This is an optimization exercise on Yosys and OpenROAD, whose aim is small area, not a production implementation.
The RTL was checked by simulation tests, not by an equivalence proof against the original design.

before:
==> module tnef_record_deframer_core, before the edit <==
module tnef_record_deframer_core (
  input  wire logic        clk,
  input  wire logic        rst_n,
  input  wire logic        push,
  output logic             full,
  input  wire logic [7:0]  in_stream_byte,
  input  wire logic        in_restart,
  output logic             empty,
  input  wire logic        pop,
  output logic [1:0]       out_event_kind,
  output logic [31:0]      out_attribute_type,
  output logic [7:0]       out_component,
  output logic [7:0]       out_payload_byte,
  output logic [31:0]      out_record_length,
  output logic             out_last_of_record
);
  localparam logic [2:0] PH_SIG  = 3'd0;
  localparam logic [2:0] PH_KEY  = 3'd1;
  localparam logic [2:0] PH_COMP = 3'd2;
  localparam logic [2:0] PH_TYPE = 3'd3;
  localparam logic [2:0] PH_LEN  = 3'd4;
  localparam logic [2:0] PH_DATA = 3'd5;
  localparam logic [2:0] PH_CSUM = 3'd6;
  localparam logic [2:0] PH_HALT = 3'd7;
  logic [2:0]  phase_r, phase_nxt;
  logic [1:0]  cnt_r, cnt_nxt;
  logic        bad_r, bad_nxt;       
  logic [31:0] left_r;
  logic [15:0] sum_r;
  logic [1:0]  cur_tag_r, wtag;
  logic        cur_used_r;
  logic        take;
  logic [2:0]  eff_phase;
  logic [1:0]  eff_cnt;
  logic [7:0]  b;
  logic [7:0]  sig_byte;
  logic        ev_gen;
  logic [1:0]  ev_kind;
  logic        ev_last;
  assign b         = in_stream_byte;
  assign take      = push & ~full;
  assign eff_phase = in_restart ? PH_SIG : phase_r;
  assign eff_cnt   = in_restart ? 2'd0   : cnt_r;
  always_comb begin
    case (eff_cnt)
      2'd0:    sig_byte = 8'h78;
      2'd1:    sig_byte = 8'h9F;
      2'd2:    sig_byte = 8'h3E;
      default: sig_byte = 8'h22;
    endcase
  end
  always_comb begin
    phase_nxt = eff_phase;
    cnt_nxt   = eff_cnt + 2'd1;
    bad_nxt   = bad_r;
    ev_gen    = 1'b0;
    ev_kind   = 2'd0;
    ev_last   = 1'b0;
    case (eff_phase)
      PH_SIG: begin
        bad_nxt = ((eff_cnt != 2'd0) & bad_r) | (b != sig_byte);
        if (eff_cnt == 2'd3) begin
          if (bad_nxt) begin
            phase_nxt = PH_HALT;
            ev_gen    = 1'b1;
            ev_kind   = 2'd3;
          end else begin
            phase_nxt = PH_KEY;
          end
        end
      end
      PH_KEY: begin
        if (eff_cnt == 2'd1) begin
          cnt_nxt   = 2'd0;
          phase_nxt = PH_COMP;
        end
      end
      PH_COMP: begin
        cnt_nxt   = 2'd0;
        phase_nxt = PH_TYPE;
      end
      PH_TYPE: begin
        if (eff_cnt == 2'd3) phase_nxt = PH_LEN;
      end
      PH_LEN: begin
        if (eff_cnt == 2'd3)
          phase_nxt = ((left_r[31:8] == 24'd0) && (b == 8'd0)) ? PH_COMP : PH_DATA;
      end
      PH_DATA: begin
        cnt_nxt = 2'd0;
        ev_gen  = 1'b1;
        ev_last = (left_r == 32'd1);
        if (ev_last) phase_nxt = PH_CSUM;
      end
      PH_CSUM: begin
        bad_nxt = (b != sum_r[7:0]);
        if (eff_cnt == 2'd1) begin
          ev_gen = 1'b1;
          if (!bad_r && (b == sum_r[15:8])) begin
            phase_nxt = PH_COMP;
            ev_kind   = 2'd1;
          end else begin
            phase_nxt = PH_HALT;
            ev_kind   = 2'd2;
          end
        end
      end
      default: begin
        cnt_nxt = cnt_r;
      end
    endcase
  end
  assign wtag = cur_tag_r + {1'b0, cur_used_r};
  always_ff @(posedge clk) begin
    if (!rst_n) begin
      phase_r    <= PH_SIG;
      cnt_r      <= 2'd0;
      cur_used_r <= 1'b0;
      cur_tag_r  <= 2'd0;
    end else if (take) begin
      phase_r <= phase_nxt;
      cnt_r   <= cnt_nxt;
      if (eff_phase == PH_COMP) begin
        cur_tag_r  <= wtag;
        cur_used_r <= 1'b0;
      end else if (eff_phase == PH_DATA) begin
        cur_used_r <= 1'b1;
      end
    end
  end
  always_ff @(posedge clk) begin
    if (take) begin
      bad_r <= bad_nxt;
      if (eff_phase == PH_DATA) begin
        sum_r <= sum_r + {8'd0, b};
      end else if (eff_phase != PH_CSUM) begin
        sum_r <= 16'd0;
      end
      if (eff_phase == PH_DATA) begin
        left_r <= left_r - 32'd1;
      end else if (eff_phase == PH_LEN) begin
        left_r <= {b, left_r[31:8]};
      end
    end
  end
  logic [71:0] hdr_r [4];
  logic        hdr_byte;
  assign hdr_byte = (eff_phase == PH_COMP) || (eff_phase == PH_TYPE) || (eff_phase == PH_LEN);
  always_ff @(posedge clk) begin
    for (int s = 0; s < 4; s++) begin
      if (take && hdr_byte && (((eff_phase == PH_COMP) ? wtag : cur_tag_r) == 2'(s)))
        hdr_r[s] <= {b, hdr_r[s][71:8]};
    end
  end
  logic        wr_en, rd_en;
  logic [1:0]  wr_ptr_r, rd_ptr_r;
  logic [2:0]  count_r;
  logic        edata_r [4];    
  logic        elast_r [4];
  logic [7:0]  epay_r  [4];
  logic        eadv_r  [4];    
  logic [1:0]  head_tag_r;     
  logic [1:0]  head_tag;
  assign wr_en = take & ev_gen;
  assign rd_en = pop & ~empty;
  assign full  = count_r[2];
  assign empty = (count_r == 3'd0);
  always_ff @(posedge clk) begin
    if (wr_en) begin
      edata_r[wr_ptr_r] <= (eff_phase == PH_DATA);
      elast_r[wr_ptr_r] <= ev_last;
      epay_r[wr_ptr_r]  <= (eff_phase == PH_DATA) ? b : {6'd0, ev_kind};
      eadv_r[wr_ptr_r]  <= (eff_phase == PH_DATA) & ~cur_used_r;
    end
  end
  always_ff @(posedge clk) begin
    if (!rst_n) begin
      wr_ptr_r   <= 2'd0;
      rd_ptr_r   <= 2'd0;
      head_tag_r <= 2'd3;
      count_r  <= 3'd0;
    end else begin
      if (wr_en) wr_ptr_r <= wr_ptr_r + 2'd1;
      if (rd_en) begin
        rd_ptr_r   <= rd_ptr_r + 2'd1;
        head_tag_r <= head_tag;
      end
      if (wr_en && !rd_en) count_r <= count_r + 3'd1;
      else if (rd_en && !wr_en) count_r <= count_r - 3'd1;
    end
  end
  logic [3:0] hsel;
  logic       head_data;
  logic [7:0] head_pay;
  assign head_tag  = head_tag_r + {1'b0, eadv_r[rd_ptr_r]};
  assign head_data = edata_r[rd_ptr_r];
  assign head_pay  = epay_r[rd_ptr_r];
  assign out_event_kind     = head_data ? 2'd0 : head_pay[1:0];
  assign out_last_of_record = elast_r[rd_ptr_r];
  assign out_payload_byte   = {head_pay[7:2], head_pay[1:0] & {2{head_data}}};
  always_comb begin
    for (int s = 0; s < 4; s++)
      hsel[s] = (head_tag == 2'(s)) && (out_event_kind != 2'd3);
    out_component      = '0;
    out_attribute_type = '0;
    out_record_length  = '0;
    for (int s = 0; s < 4; s++) begin
      out_component      = out_component      | ({8{hsel[s]}}  & hdr_r[s][7:0]);
      out_attribute_type = out_attribute_type | ({32{hsel[s]}} & hdr_r[s][39:8]);
      out_record_length  = out_record_length  | ({32{hsel[s]}} & hdr_r[s][71:40]);
    end
  end
endmodule
==> flow/config.mk <==
export PLATFORM = sky130hd
export DESIGN_NAME = tnef_record_deframer_core
export DESIGN_NICKNAME = tnef_record_deframer_core
export VERILOG_FILES = /design/flow/design.v
export SDC_FILE = /design/flow/constraint.sdc
export NUM_CORES = 4
export LEC_CHECK = 0
export CAP_MARGIN = 0
export CORE_MARGIN = 2
export CORE_UTILIZATION = 70
export SLEW_MARGIN = 0
==> flow/constraint.sdc <==
create_clock -name core_clock -period 5.0 [get_ports {clk}]
set_input_delay 1.0000 -clock core_clock [delete_from_list [all_inputs] [get_ports {clk}]]
set_output_delay 1.0000 -clock core_clock [all_outputs]
set_load 0.01 [all_outputs]
standard.sh (not shown) runs the stock make flow with config.mk's settings and CLKGATE_MAP_FILE= SYNTH_SCRIPT=/design/flow/synth_recipe.tcl, a recipe that flattens the netlist after the stock synthesis.
==> flow/flow/run.sh <==
#!/bin/bash
# 1. the standard synthesis, unchanged.
# 2. Its combinational logic re-mapped by ABC with an area-oriented script; the
#    registers (cells, instance names) are left exactly as the standard synthesis made them.
# 3. the standard layout of that netlist, with the smallest buffer cell on the
#    ports and a clock tree without dummy balancing loads.
set -euo pipefail
HERE=$(pwd)
RES=$HERE/orfs/results/$FLOW_PLATFORM/tnef_record_deframer_core/base
LIB=$FLOW_HOME/platforms/$FLOW_PLATFORM/lib/sky130_fd_sc_hd__tt_025C_1v80.lib
YOSYS=${YOSYS_EXE:-$(command -v yosys || echo "$FLOW_HOME/../tools/install/yosys/bin/yosys")}
KNOBS=(
  BUFFER_PORTS_ARGS="-buffer_cell sky130_fd_sc_hd__buf_1"
  CTS_ARGS="-sink_clustering_enable -repair_clock_nets -dont_use_dummy_load -sink_clustering_size 20 -sink_clustering_max_diameter 50 -buf_list sky130_fd_sc_hd__clkbuf_8"
)

bash standard.sh "${KNOBS[@]}" synth > standard_synth.log 2>&1
cp "$RES/1_2_yosys.v" "$HERE/1_2_yosys_standard.v"

sed -e "s#@LIB@#$LIB#g" -e "s#@IN@#$HERE/1_2_yosys_standard.v#" -e "s#@OUT@#$HERE/1_2_yosys_remap.v#" \
    -e "s#@TOP@#$FLOW_TOP#g" -e "s#@ABC@#$HERE/flow/abc_area.script#" flow/remap.ys > "$HERE/remap_run.ys"
"$YOSYS" -l "$HERE/remap.log" -q "$HERE/remap_run.ys" > /dev/null 2>&1

cp "$HERE/1_2_yosys_remap.v" "$RES/1_2_yosys.v"
rm -f "$RES/1_synth.odb" "$RES/1_synth.sdc"
bash standard.sh "${KNOBS[@]}" finish > standard_flow.log 2>&1
Other scripts of this flow, unchanged in this note and not shown: flow/flow/abc_area.script, flow/flow/remap.ys
before: done, clean on timing, DRC and antenna
Setup changes, before to after
-- flow/design.v --
<<< before, line 143
        sum_r <= 16'd0;
      end
      if (eff_phase == PH_DATA) begin
        left_r <= left_r - 32'd1;
      end else if (eff_phase == PH_LEN) begin
        left_r <= {b, left_r[31:8]};
      end
    end
  end
  logic [71:0] hdr_r [4];
  logic        hdr_byte;
  assign hdr_byte = (eff_phase == PH_COMP) || (eff_phase == PH_TYPE) || (eff_phase == PH_LEN);
  always_ff @(posedge clk) begin
    for (int s = 0; s < 4; s++) begin
      if (take && hdr_byte && (((eff_phase == PH_COMP) ? wtag : cur_tag_r) == 2'(s)))
        hdr_r[s] <= {b, hdr_r[s][71:8]};
    end
  end
  logic        wr_en, rd_en;
  logic [1:0]  wr_ptr_r, rd_ptr_r;
  logic [2:0]  count_r;
  logic        edata_r [4];    
>>> after, line 143
        sum_r <= 16'd0;
      end
    end
  end
  logic [31:0] left_shift;
  logic [31:0] low_zero;
  assign left_shift = {b, left_r[31:8]};
  always_comb begin
    low_zero[0] = 1'b1;
    for (int i = 1; i < 32; i++) low_zero[i] = low_zero[i-1] & ~left_r[i-1];
  end
  always_ff @(posedge clk) begin
    for (int i = 0; i < 32; i++) begin
      if (take && ((eff_phase != PH_DATA) || low_zero[i]))
        left_r[i] <= (eff_phase == PH_DATA) ? ~left_r[i] : left_shift[i];
    end
  end
  logic [71:0] hdr_r [4];
  logic        hdr_byte;
  assign hdr_byte = (eff_phase != PH_DATA) && (eff_phase != PH_CSUM) && (eff_phase != PH_HALT);
  always_ff @(posedge clk) begin
    for (int s = 0; s < 4; s++) begin
      if (take && hdr_byte && (wtag == 2'(s)))
        hdr_r[s] <= {b, hdr_r[s][71:8]};
    end
  end
  logic        wr_en, rd_en;
  logic [1:0]  wr_ptr, rd_ptr_r;
  logic [2:0]  count_r;
  logic        edata_r [4];    
<<< before, line 169
  logic [1:0]  head_tag;
  assign wr_en = take & ev_gen;
  assign rd_en = pop & ~empty;
  assign full  = count_r[2];
>>> after, line 177
  logic [1:0]  head_tag;
  assign wr_en = take & ev_gen;
  assign wr_ptr = rd_ptr_r + count_r[1:0];
  assign rd_en = pop & ~empty;
  assign full  = count_r[2];
<<< before, line 174
  always_ff @(posedge clk) begin
    if (wr_en) begin
      edata_r[wr_ptr_r] <= (eff_phase == PH_DATA);
      elast_r[wr_ptr_r] <= ev_last;
      epay_r[wr_ptr_r]  <= (eff_phase == PH_DATA) ? b : {6'd0, ev_kind};
      eadv_r[wr_ptr_r]  <= (eff_phase == PH_DATA) & ~cur_used_r;
    end
  end
  always_ff @(posedge clk) begin
    if (!rst_n) begin
      wr_ptr_r   <= 2'd0;
      rd_ptr_r   <= 2'd0;
      head_tag_r <= 2'd3;
      count_r  <= 3'd0;
    end else begin
      if (wr_en) wr_ptr_r <= wr_ptr_r + 2'd1;
      if (rd_en) begin
        rd_ptr_r   <= rd_ptr_r + 2'd1;
>>> after, line 183
  always_ff @(posedge clk) begin
    if (wr_en) begin
      edata_r[wr_ptr] <= (eff_phase == PH_DATA);
      elast_r[wr_ptr] <= ev_last;
      epay_r[wr_ptr]  <= (eff_phase == PH_DATA) ? b : {6'd0, ev_kind};
      eadv_r[wr_ptr]  <= (eff_phase == PH_DATA) & ~cur_used_r;
    end
  end
  always_ff @(posedge clk) begin
    if (!rst_n) begin
      rd_ptr_r   <= 2'd0;
      head_tag_r <= 2'd3;
      count_r  <= 3'd0;
    end else begin
      if (rd_en) begin
        rd_ptr_r   <= rd_ptr_r + 2'd1;
Results
- When after is measured against before, its routed wire length turns out about 1.4% higher.
- Between before and after, die area is higher for before, after comes in under that.
- Going from before to after, global placement routability congestion grew by more than 10%.
- Reg-to-reg setup timing slack: after higher than before
- Looking at clock skew, after sits 25 ps above before.
- Compared with before, after shows area of all placed cells without fillers lower by 1.7%.

==> what the ideal ports hide <==
The results above use ideal ports. As a check the final layouts listed here were re-extracted and re-timed, cells and wires unchanged. Step 1 sets driving cells, clkbuf_16 on the clock port and buf_2 on the other inputs (assumed; they add their load-dependent delay and slew). Step 2, shift: input delay + t, output delay - t, t = (earliest + latest rising clock arrival at the registers) / 2. This alone moves slack from input paths to output paths. Three values: no drivers, after step 1, after step 2; two values: the first two.
run	t (ns)	slack for setup (ns)	slew at the worst register clock pin (ns)	cell pins on the clock port's net
before	0.563	0.280 / 0.236 / 0.385	0.11 / 0.11	1
after	0.559	0.340 / 0.300 / 0.808	0.11 / 0.11	1
After both steps setup and hold are still met in every run listed.
